What follows belongs to an exercise in optimizing a design on an open flow for small area, a short achievable clock period and few clock cycles per item; a production flow would make more cautious choices.
In this exercise RTL edits were held to simulation tests only and were not proved equivalent to the original.
Power and IR drop assume default switching activity.

// sorted_list_union_merge
module sorted_list_union_merge
#(
    parameter int DEPTH = slum_pkg::LIST_DEPTH,
    parameter int QD = 16
)
(
    input  logic    clk,
    input  logic    rst_n,
    input  logic    push,
    output logic    full,
    input  logic [33:0] item,
    output logic    empty,
    input  logic    pop,
    output logic [34:0] result
);
export LEC_CHECK = 0
export CAP_MARGIN = 20
export CORE_MARGIN = 2
export CORE_UTILIZATION = 70
export CTS_CLUSTER_DIAMETER = 80
export CTS_CLUSTER_SIZE = 24
export SETUP_SLACK_MARGIN = 2.9
export SLEW_MARGIN = 20
export TNS_END_PERCENT = 2
create_clock -name core_clock -period 5.0 [get_ports {clk}]
run.sh (not shown) runs the stock make flow with config.mk's settings and CLKGATE_MAP_FILE= SYNTH_SCRIPT=/design/flow/synth_recipe.tcl, a recipe that flattens the netlist after the stock synthesis.
The first run produced a clean layout.
Testbench counts at the start, summed over its fixed seeds: cycles 8,611, results 6,673.
==> next run, changes <==
Settings changed: CORE_UTILIZATION 70 to 55, TNS_END_PERCENT 2 to 0.
The changed run ran to the end with no violations. Wire length came out higher by 1.7%. Combinational power came out lower by about 3%. Final cell count came out higher by 6.8%. Setup slack improved by 220 ps. Count of clock-buffer cells in the layout came out lower by 15. First-iteration DRC count came out lower by 19%. Sequential power hardly moves. Power came out lower by 1.1%. Utilization came out lower by 17 points. Via count came out lower by 3.3%. Sequential share of layout area hardly moves.
==> next run, changes <==
Settings changed: TNS_END_PERCENT 0 to 2.
What happened:
- power climbs by 1.2%
- final area climbs by 0.81%
- worst hold slack hardly moves
- clock power climbs by about 2%
==> next run, changes <==
Settings changed: TNS_END_PERCENT 2 to 10.
Outcome:
- The new run produced a clean layout
- worst hold slack is about the same
- sequential power stays flat
- routed wire length came out higher by 1.3%
- final area came out higher by 1.4%
- via count came out higher by 0.66%
- non-clock buffer count came out higher by 29
- register-to-register slack hardly moves
- total power came out higher by 2.0%


== run A ==
sorted_list_union_merge, a different RTL version from the one above (not shown whole).
For scale: about 2700 cells after synthesis, about 1200 flip-flops, about 75 I/O pins, about 45000 um2 of cells after synthesis.
Settings: LEC_CHECK=0, CAP_MARGIN=20, CORE_MARGIN=2, CORE_UTILIZATION=45, CTS_CLUSTER_DIAMETER=80, CTS_CLUSTER_SIZE=24, SETUP_SLACK_MARGIN=2.9, SLEW_MARGIN=20, TNS_END_PERCENT=0; clock period 5.0 ns.
Testbench counts of run A, summed over its fixed seeds: cycles 8,656, results 6,673.
## Diff of input files: run B against run A
-- flow/config.mk --
<<< run A, line 12
export CTS_CLUSTER_SIZE = 24
export SETUP_SLACK_MARGIN = 2.9
>>> run B, line 12
export CTS_CLUSTER_SIZE = 24
export PLACE_DENSITY = 0.75
export SETUP_SLACK_MARGIN = 2.9
Results
Looking at slowest cell on the critical path, the sky130_fd_sc_hd__a31oi_2 result is from run B; the sky130_fd_sc_hd__nand4_1 one comes from run A. Re ratio of final minimum period to clock period: run B and run A aren't equal, and the higher value belongs to run B. Per the comparison of run B with run A, detailed-route via count now larger, global-route usage now smaller. From run A to run B the numbers moved as follows: estimated wirelength of the detail-placed design dropped 2200 um; worst path setup slack after routing decreased 0.14 ns; final number of setup-violating endpoints shows no meaningful change. Run B completed every stage of the flow, and the final layout passed the timing, DRC and antenna checks. The lower peak clock frequency supported by timing of run B and run A is in run B. Met3 wirelength from detailed routing: run B vs run A up 5200 um. Run B against run A: detailed-route wire length on metal 1 now sits lower, pin count of the biggest net entering global routing shows a reduction of 20. The run showing the smaller combinational power is run A.
#### Input delta (run C over run B)
-- flow/config.mk --
<<< run B, line 9
export CORE_MARGIN = 2
export CORE_UTILIZATION = 45
export CTS_CLUSTER_DIAMETER = 80
export CTS_CLUSTER_SIZE = 24
export PLACE_DENSITY = 0.75
export SETUP_SLACK_MARGIN = 2.9
>>> run C, line 9
export CORE_MARGIN = 2
export CORE_UTILIZATION = 38
export CTS_CLUSTER_DIAMETER = 80
export CTS_CLUSTER_SIZE = 24
export SETUP_SLACK_MARGIN = 2.9
==> summary.txt <==
Run C was carried through to the last stage, and its layout satisfied the timing, DRC and antenna checks. Final clock period utilization by the worst path (higher): run B. A slowest stage cell on the critical path of sky130_fd_sc_hd__o21ai_1 is what run C shows, while sky130_fd_sc_hd__a31oi_2 belongs to run B. Sort run C and run B by met1 track demand over resource desc -> top: run B. Relative to run B, the die area of run C is higher by 18%. Global-route track usage on met2: run C < run B. Clock transition at the registers of the reported paths delta (run B -> run C): insignificant. Combinational power in run C vs run B: down about 4.5%.
Here is what was changed in the inputs of run D compared with run C.
-- flow/config.mk --
<<< run C, line 9
export CORE_MARGIN = 2
export CORE_UTILIZATION = 38
export CTS_CLUSTER_DIAMETER = 80
>>> run D, line 9
export CORE_MARGIN = 2
export CORE_UTILIZATION = 55
export CTS_CLUSTER_DIAMETER = 80
<<< run C, line 14
export SLEW_MARGIN = 20
export TNS_END_PERCENT = 0
>>> run D, line 14
export SLEW_MARGIN = 20
export TNS_END_PERCENT = 2
- Run D reached the end of the flow, and the finished layout is clean on the timing, DRC and antenna checks.
- The clock-buffer cell count of run D exceeds that of run C by 9.
- Run D -> run C: area after synthesis delta 0, exact match
- Looking at routed wire length, run D sits about 0.9% above run C.


== the previous run ==
sorted_list_union_merge again, from the RTL that the note above started with.
make LEC_CHECK=0 CAP_MARGIN=20 CORE_MARGIN=2 CORE_UTILIZATION=45 CTS_CLUSTER_DIAMETER=90 CTS_CLUSTER_SIZE=28 SETUP_SLACK_MARGIN=3.3 SLEW_MARGIN=20 TNS_END_PERCENT=0 finish   # period 5.0 ns
The flow did not stop early for the previous run: all stages ran, and the layout cleared the timing, DRC and antenna checks.
Testbench counts of the previous run, summed over its fixed seeds: cycles 8,656, results 6,673.
For the current run, these inputs were changed with respect to the previous run:
- CORE_UTILIZATION now 50, was 45
- SETUP_SLACK_MARGIN now 2.9, was 3.3
- CTS_CLUSTER_DIAMETER now 80, was 90
- CTS_CLUSTER_SIZE now 24, was 28
==> comparison <==
- Required time reported for the critical path endpoint | the current run above the previous run
- Clock-buffer cell count ends up higher on the current run.
- Clock network power share up 0.8 points in the current run wrt the previous run
- The current run — initial antenna violation count 4 higher, the previous run as reference
- [compare] base=the previous run new=the current run: minimum clock period after layout shows an increase of 0.099 ns; signed area change from the synthesized netlist to the final layout has remained practically unchanged.

-- separate check: timing with driven ports --
No port has a modelled driver above. Below, the same layouts with a new extraction and two added sets of constraints.
Step 1, drivers: a clkbuf_16 drives clk and a buf_2 each remaining input, both assumed.
Step 2 times the ports against the registers' clock, not the clock port: input delays grow and output delays shrink by t, the midpoint of the rising clock arrivals with the driver on.
Three values: no drivers, after step 1, after step 2; two values: the first two.
run	shift t [ns]	setup slack, ns	pins driven straight from the clock port
the first run of note 1	0.728	2.418 / 2.418 / 1.917	1
the second run of note 1	0.716	2.643 / 2.599 / 1.966	1
the third run of note 1	0.726	2.629 / 2.560 / 1.979	1
the fourth run of note 1	0.726	2.635 / 2.566 / 1.976	1
run A	0.728	2.703 / 2.661 / 2.011	1
run B	0.716	2.566 / 2.531 / 1.815	1
run C	0.726	2.606 / 2.554 / 1.903	1
run D	0.714	2.648 / 2.648 / 1.990	1
the previous run	0.733	2.712 / 2.645 / 1.998	1
the current run	0.725	2.613 / 2.613 / 1.977	1
After both steps every run listed still meets setup and hold. The setup slack of run B, which loses most, moves by -0.035 ns with the drivers and by -0.751 ns with both steps.
